Context: an optimization exercise on an open-source flow, tuned for small area. The choices shown serve that exercise and are no tape-out recipe. Function was checked by simulation only, so behaviour that the tests miss may differ from the original. Power and IR drop assume default switching activity.

== the previous run ==
Design eth_video_rx, start of the top module:
module eth_video_rx (
	input wire logic clk,
	input wire logic eth_rx_downstream_rst,
	input wire logic rmii_crsdv,
	input wire logic [1:0] rmii_rxd,
	input wire logic rmii_rxerr,
	output logic vram_we,
	output logic [8-1:0] vram_addr,
	output logic [12-1:0] vram_color,
	output logic frame_err
);
Size in the first run: roughly 310 cells after synthesis, roughly 120 flip-flops, roughly 28 I/O pins, about 0.0038 mm2 of cells after synthesis.
==> module eth_video_rx, before the edit <==
module eth_video_rx (
	input wire logic clk,
	input wire logic eth_rx_downstream_rst,
	input wire logic rmii_crsdv,
	input wire logic [1:0] rmii_rxd,
	input wire logic rmii_rxerr,
	output logic vram_we,
	output logic [8-1:0] vram_addr,
	output logic [12-1:0] vram_color,
	output logic frame_err
);
	logic in_frame;
	logic err_hold;
	logic pre_seen;
	logic [3:0] pos_g;
	logic [1:0] pos_b;
	logic [1:0] pos_d;
	logic [3:0] nib;
	logic [3:0] col_hi [0:7];
	logic [3:0] col_mid [0:7];
	logic [3:0] col_lo [0:7];
	logic [4:0] ofs;
	logic ffcp_en;
	logic ferr;
	logic [2:0] grp;
	logic [1:0] ph;
	logic shift;
	logic full;
	logic g7;
	logic g8;
	logic busy;
	logic start;
	logic nib_in;
	logic hi_en;
	logic mid_en;
	logic lo_en;
	logic hi_hold;
	logic mid_hold;
	logic lo_hold;
	assign shift = in_frame && rmii_crsdv && !rmii_rxerr;
	assign pre_seen = pos_d[0];
	assign full = pos_g[3] && !pos_g[2] && !pos_g[1];
	assign g7 = pos_g[1] && !pos_g[2] && !pos_g[0];
	assign g8 = !pos_g[3] && !pos_g[1];
	assign busy = grp != 3'd4;
	assign start = in_frame && !rmii_crsdv && full && ffcp_en;
	assign nib_in = in_frame && !busy && !pos_d[0] && !full;
	assign hi_en = vram_we || (nib_in && pos_b == 2'd1);
	assign mid_en = vram_we || (nib_in && pos_b == 2'd0);
	assign lo_en = vram_we || (nib_in && pos_b == 2'd2);
	assign hi_hold = !vram_we && !(nib_in && pos_b[0]);
	assign mid_hold = !vram_we && !(in_frame && grp[2] && !grp[1] && !pos_d[0] && !full &&
		pos_b == 2'd0);
	assign lo_hold = !vram_we && !(nib_in && pos_b[1]);
	always_ff @(posedge clk) begin
		if (eth_rx_downstream_rst) begin
			in_frame <= 1'b0;
			err_hold <= 1'b0;
		end else if (err_hold) begin
			if (!rmii_crsdv)
				err_hold <= 1'b0;
		end else if (rmii_crsdv && rmii_rxerr) begin
			err_hold <= 1'b1;
			in_frame <= 1'b0;
		end else if (!rmii_crsdv) begin
			in_frame <= 1'b0;
		end else if (!in_frame && pre_seen && rmii_rxd == 2'b11) begin
			in_frame <= 1'b1;
		end
	end
	always_ff @(posedge clk) begin
		if (!in_frame) begin
			pos_g <= 4'b0011;
			pos_b <= 2'd1;
			pos_d[1] <= 1'b0;
			pos_d[0] <= !eth_rx_downstream_rst && !err_hold && rmii_crsdv && !rmii_rxerr &&
				rmii_rxd == 2'b01;
			ffcp_en <= 1'b0;
		end else if (g7 && pos_b == 2'd1 && pos_d == 2'd0 &&
				(col_mid[6] != 4'h2 || nib != 4'h0)) begin
			pos_g <= 4'b0000;
		end else begin
			if (shift && !full) begin
				pos_d <= pos_d + 2'd1;
				if (pos_d == 2'd3) begin
					pos_b <= pos_b == 2'd2 ? 2'd0 : pos_b + 2'd1;
					if (pos_b == 2'd2)
						pos_g <= {pos_g[2:0], pos_g[3] ^ pos_g[0]};
				end
			end
			if (g7 && pos_b == 2'd0 && pos_d == 2'd0)
				ffcp_en <= col_hi[7] == 4'h8 && col_lo[6] == 4'h8 &&
					col_lo[7] == 4'h5 && nib == 4'hB;
		end
		if (in_frame && (!shift || eth_rx_downstream_rst))
			pos_d[0] <= 1'b0;
		if (g8 && pos_b == 2'd0 && pos_d == 2'd0)
			ofs <= {nib[0], col_lo[7]};
		if (shift && !full && !busy)
			nib <= {rmii_rxd, nib[3:2]};
		for (int i = 0; i < 7; i++) begin
			col_hi[i] <= ({4{hi_en}} & col_hi[i+1]) | ({4{hi_hold}} & col_hi[i]);
			col_mid[i] <= ({4{mid_en}} & col_mid[i+1]) | ({4{mid_hold}} & col_mid[i]);
			col_lo[i] <= ({4{lo_en}} & col_lo[i+1]) | ({4{lo_hold}} & col_lo[i]);
		end
		col_hi[7] <= ({4{hi_en}} & nib) | ({4{hi_hold}} & col_hi[7]);
		col_lo[7] <= ({4{lo_en}} & nib) | ({4{lo_hold}} & col_lo[7]);
	end
	assign col_mid[7] = nib;
	always_ff @(posedge clk) begin
		if (eth_rx_downstream_rst) begin
			grp <= 3'd4;
			ph <= 2'd0;
			ferr <= 1'b0;
		end else begin
			ferr <= err_hold && ffcp_en;
			if (start) begin
				grp <= 3'd6;
				ph <= 2'd0;
			end else if (busy) begin
				ph <= ph == 2'd2 ? 2'd0 : ph + 2'd1;
				if (ph == 2'd2)
					grp <= grp + 3'd1;
			end
		end
	end
	assign vram_we = !grp[2] && ph != 2'd0;
	assign vram_addr = {ofs, grp[1:0], ph[1]};
	assign vram_color = {col_hi[0], col_mid[0], col_lo[0]};
	assign frame_err = ferr;
endmodule
clock: 10.0 ns
lec_check: 0
cap_margin: 0
core_margin: 2
core_utilization: 75
slew_margin: 0
standard.sh (not shown) runs the stock make flow with config.mk's settings and CLKGATE_MAP_FILE= SYNTH_SCRIPT=/design/flow/synth_recipe.tcl, a recipe that flattens the netlist after the stock synthesis.
==> flow/flow/run.sh <==
#!/bin/bash
# The standard layout (the standard.sh), with three changes:
# - synthesis is the standard one (synth_recipe.tcl and ORFS's synth.tcl,
#   same registers), but ABC maps the logic with flow/abc_map.script: more
#   rounds of choice computation (&dch -f) and area recovery (&nf -R 1000),
#   and no delay-driven buffering or gate sizing at the end, which the
#   layout's own repair does; and ABC also maps the few adders (no
#   ADDER_MAP_FILE, so no half-adder cells are extracted first);
# - ports are buffered with buf_1 cells;
# - the clock tree is built from clkbuf_4 cells without dummy balancing loads.
set -euo pipefail
export BUFFER_PORTS_ARGS="-buffer_cell sky130_fd_sc_hd__buf_1"
export CTS_ARGS="-sink_clustering_enable -repair_clock_nets -dont_use_dummy_load -buf_list sky130_fd_sc_hd__clkbuf_4"
rm -rf synth_scripts
cp -r "$FLOW_HOME/scripts" synth_scripts
cp flow/abc_map.script synth_scripts/abc_speed.script
SCRIPTS_DIR="$PWD/synth_scripts" ADDER_MAP_FILE= bash standard.sh synth > synth.log 2>&1
bash standard.sh > standard.log 2>&1
==> flow/flow/abc_map.script <==
&get -n
&st
&syn2
&dch -f
&nf -R 1000
&st
&syn2
&if -g -K 6
&synch2
&dch -f
&nf -R 1000
&st
&syn2
&if -g -K 6
&synch2
&dch -f
&nf -R 1000
&st
&syn2
&if -g -K 6
&synch2
&dch -f
&nf -R 1000
&put
topo
stime -c
### the previous run -> the current run
diff --git a/flow/design.v b/flow/design.v
--- a/flow/design.v
+++ b/flow/design.v
@@ -24,5 +24,4 @@
 	logic [4:0] ofs;
 	logic ffcp_en;
-	logic ferr;
 	logic [2:0] grp;
 	logic [1:0] ph;
@@ -42,4 +41,5 @@
 	assign shift = in_frame && rmii_crsdv && !rmii_rxerr;
 	assign pre_seen = pos_d[0];
+	assign err_hold = !in_frame && pos_d[1];
 	assign full = pos_g[3] && !pos_g[2] && !pos_g[1];
 	assign g7 = pos_g[1] && !pos_g[2] && !pos_g[0];
@@ -58,10 +58,6 @@
 		if (eth_rx_downstream_rst) begin
 			in_frame <= 1'b0;
-			err_hold <= 1'b0;
 		end else if (err_hold) begin
-			if (!rmii_crsdv)
-				err_hold <= 1'b0;
 		end else if (rmii_crsdv && rmii_rxerr) begin
-			err_hold <= 1'b1;
 			in_frame <= 1'b0;
 		end else if (!rmii_crsdv) begin
@@ -75,5 +71,5 @@
 			pos_g <= 4'b0011;
 			pos_b <= 2'd1;
-			pos_d[1] <= 1'b0;
+			pos_d[1] <= !eth_rx_downstream_rst && rmii_crsdv && (err_hold || rmii_rxerr);
 			pos_d[0] <= !eth_rx_downstream_rst && !err_hold && rmii_crsdv && !rmii_rxerr &&
 				rmii_rxd == 2'b01;
@@ -95,6 +91,8 @@
 					col_lo[7] == 4'h5 && nib == 4'hB;
 		end
-		if (in_frame && (!shift || eth_rx_downstream_rst))
+		if (in_frame && (!shift || eth_rx_downstream_rst)) begin
+			pos_d[1] <= !eth_rx_downstream_rst && rmii_crsdv && rmii_rxerr;
 			pos_d[0] <= 1'b0;
+		end
 		if (g8 && pos_b == 2'd0 && pos_d == 2'd0)
 			ofs <= {nib[0], col_lo[7]};
@@ -114,7 +112,5 @@
 			grp <= 3'd4;
 			ph <= 2'd0;
-			ferr <= 1'b0;
 		end else begin
-			ferr <= err_hold && ffcp_en;
 			if (start) begin
 				grp <= 3'd6;
@@ -124,4 +120,6 @@
 				if (ph == 2'd2)
 					grp <= grp + 3'd1;
+			end else begin
+				ph <= {1'b0, err_hold && ffcp_en};
 			end
 		end
@@ -130,5 +128,5 @@
 	assign vram_addr = {ofs, grp[1:0], ph[1]};
 	assign vram_color = {col_hi[0], col_mid[0], col_lo[0]};
-	assign frame_err = ferr;
+	assign frame_err = !busy && ph[0];
 endmodule
 `default_nettype wire
### Flow results
- The previous run has a lower first-pass GRT wire length than the current run.
- Portion of the clock cycle consumed by the worst path in the final layout on the current run is up relative to the previous run.
- | worst setup slack after placement | lower: the current run |
- Changes observed in the current run relative to the previous run: share of cell area taken by muxes after synthesis saw little to no change, internal power consumption saw a decrease, post-synthesis instance area saw a decrease, post-detailed-routing wire length saw a decrease.
- The current run completed end to end with timing, DRC and antenna clean.
- Clock network area share delta (the previous run -> the current run): insignificant
- Summary: with the previous run as the reference, sum of internal, switching and leakage power in the current run moved down slightly.
- Side by side, routability congestion estimate from global placement turned out higher in the current run than in the previous run.
- Diff the previous run -> the current run | synthesized flop and latch total | decrease of about 1.7%

-- port drivers added, routing unchanged --
How much do the figures lean on ideal ports? The routed layouts below were timed once more, with nothing changed but the port constraints.
Step 1 (the two cells are an assumption about what drives the block):
set clk [get_ports {clk}]
set_driving_cell -lib_cell sky130_fd_sc_hd__clkbuf_16 $clk
set_driving_cell -lib_cell sky130_fd_sc_hd__buf_2 [delete_from_list [all_inputs] $clk]
Step 2 adds t to the input delays and takes it off the output delays; t is the mean of the earliest and latest rising clock arrival at the registers after step 1. Input paths then give back, and output paths get back, about the clock's delay inside the block.
Three values: ideal ports, drivers, drivers and shift; two values: the first two.
| run | shift t [ns] | slack for setup (ns) | worst setup path after step 2 | worst register clock-pin slew, ns | worst slew at a driven data input, ns |
|---|---|---|---|---|---|
| the previous run | 0.498 | 6.377 / 6.348 / 6.386 | input to register | 0.10 / 0.10 | 0.03 |
| the current run | 0.522 | 6.241 / 6.214 / 6.166 | input to register | 0.11 / 0.11 | 0.03 |
After both steps setup and hold are still met in every run listed. For the current run, which loses most, drivers alone change the setup slack by -0.027 ns; drivers and shift together by -0.075 ns.
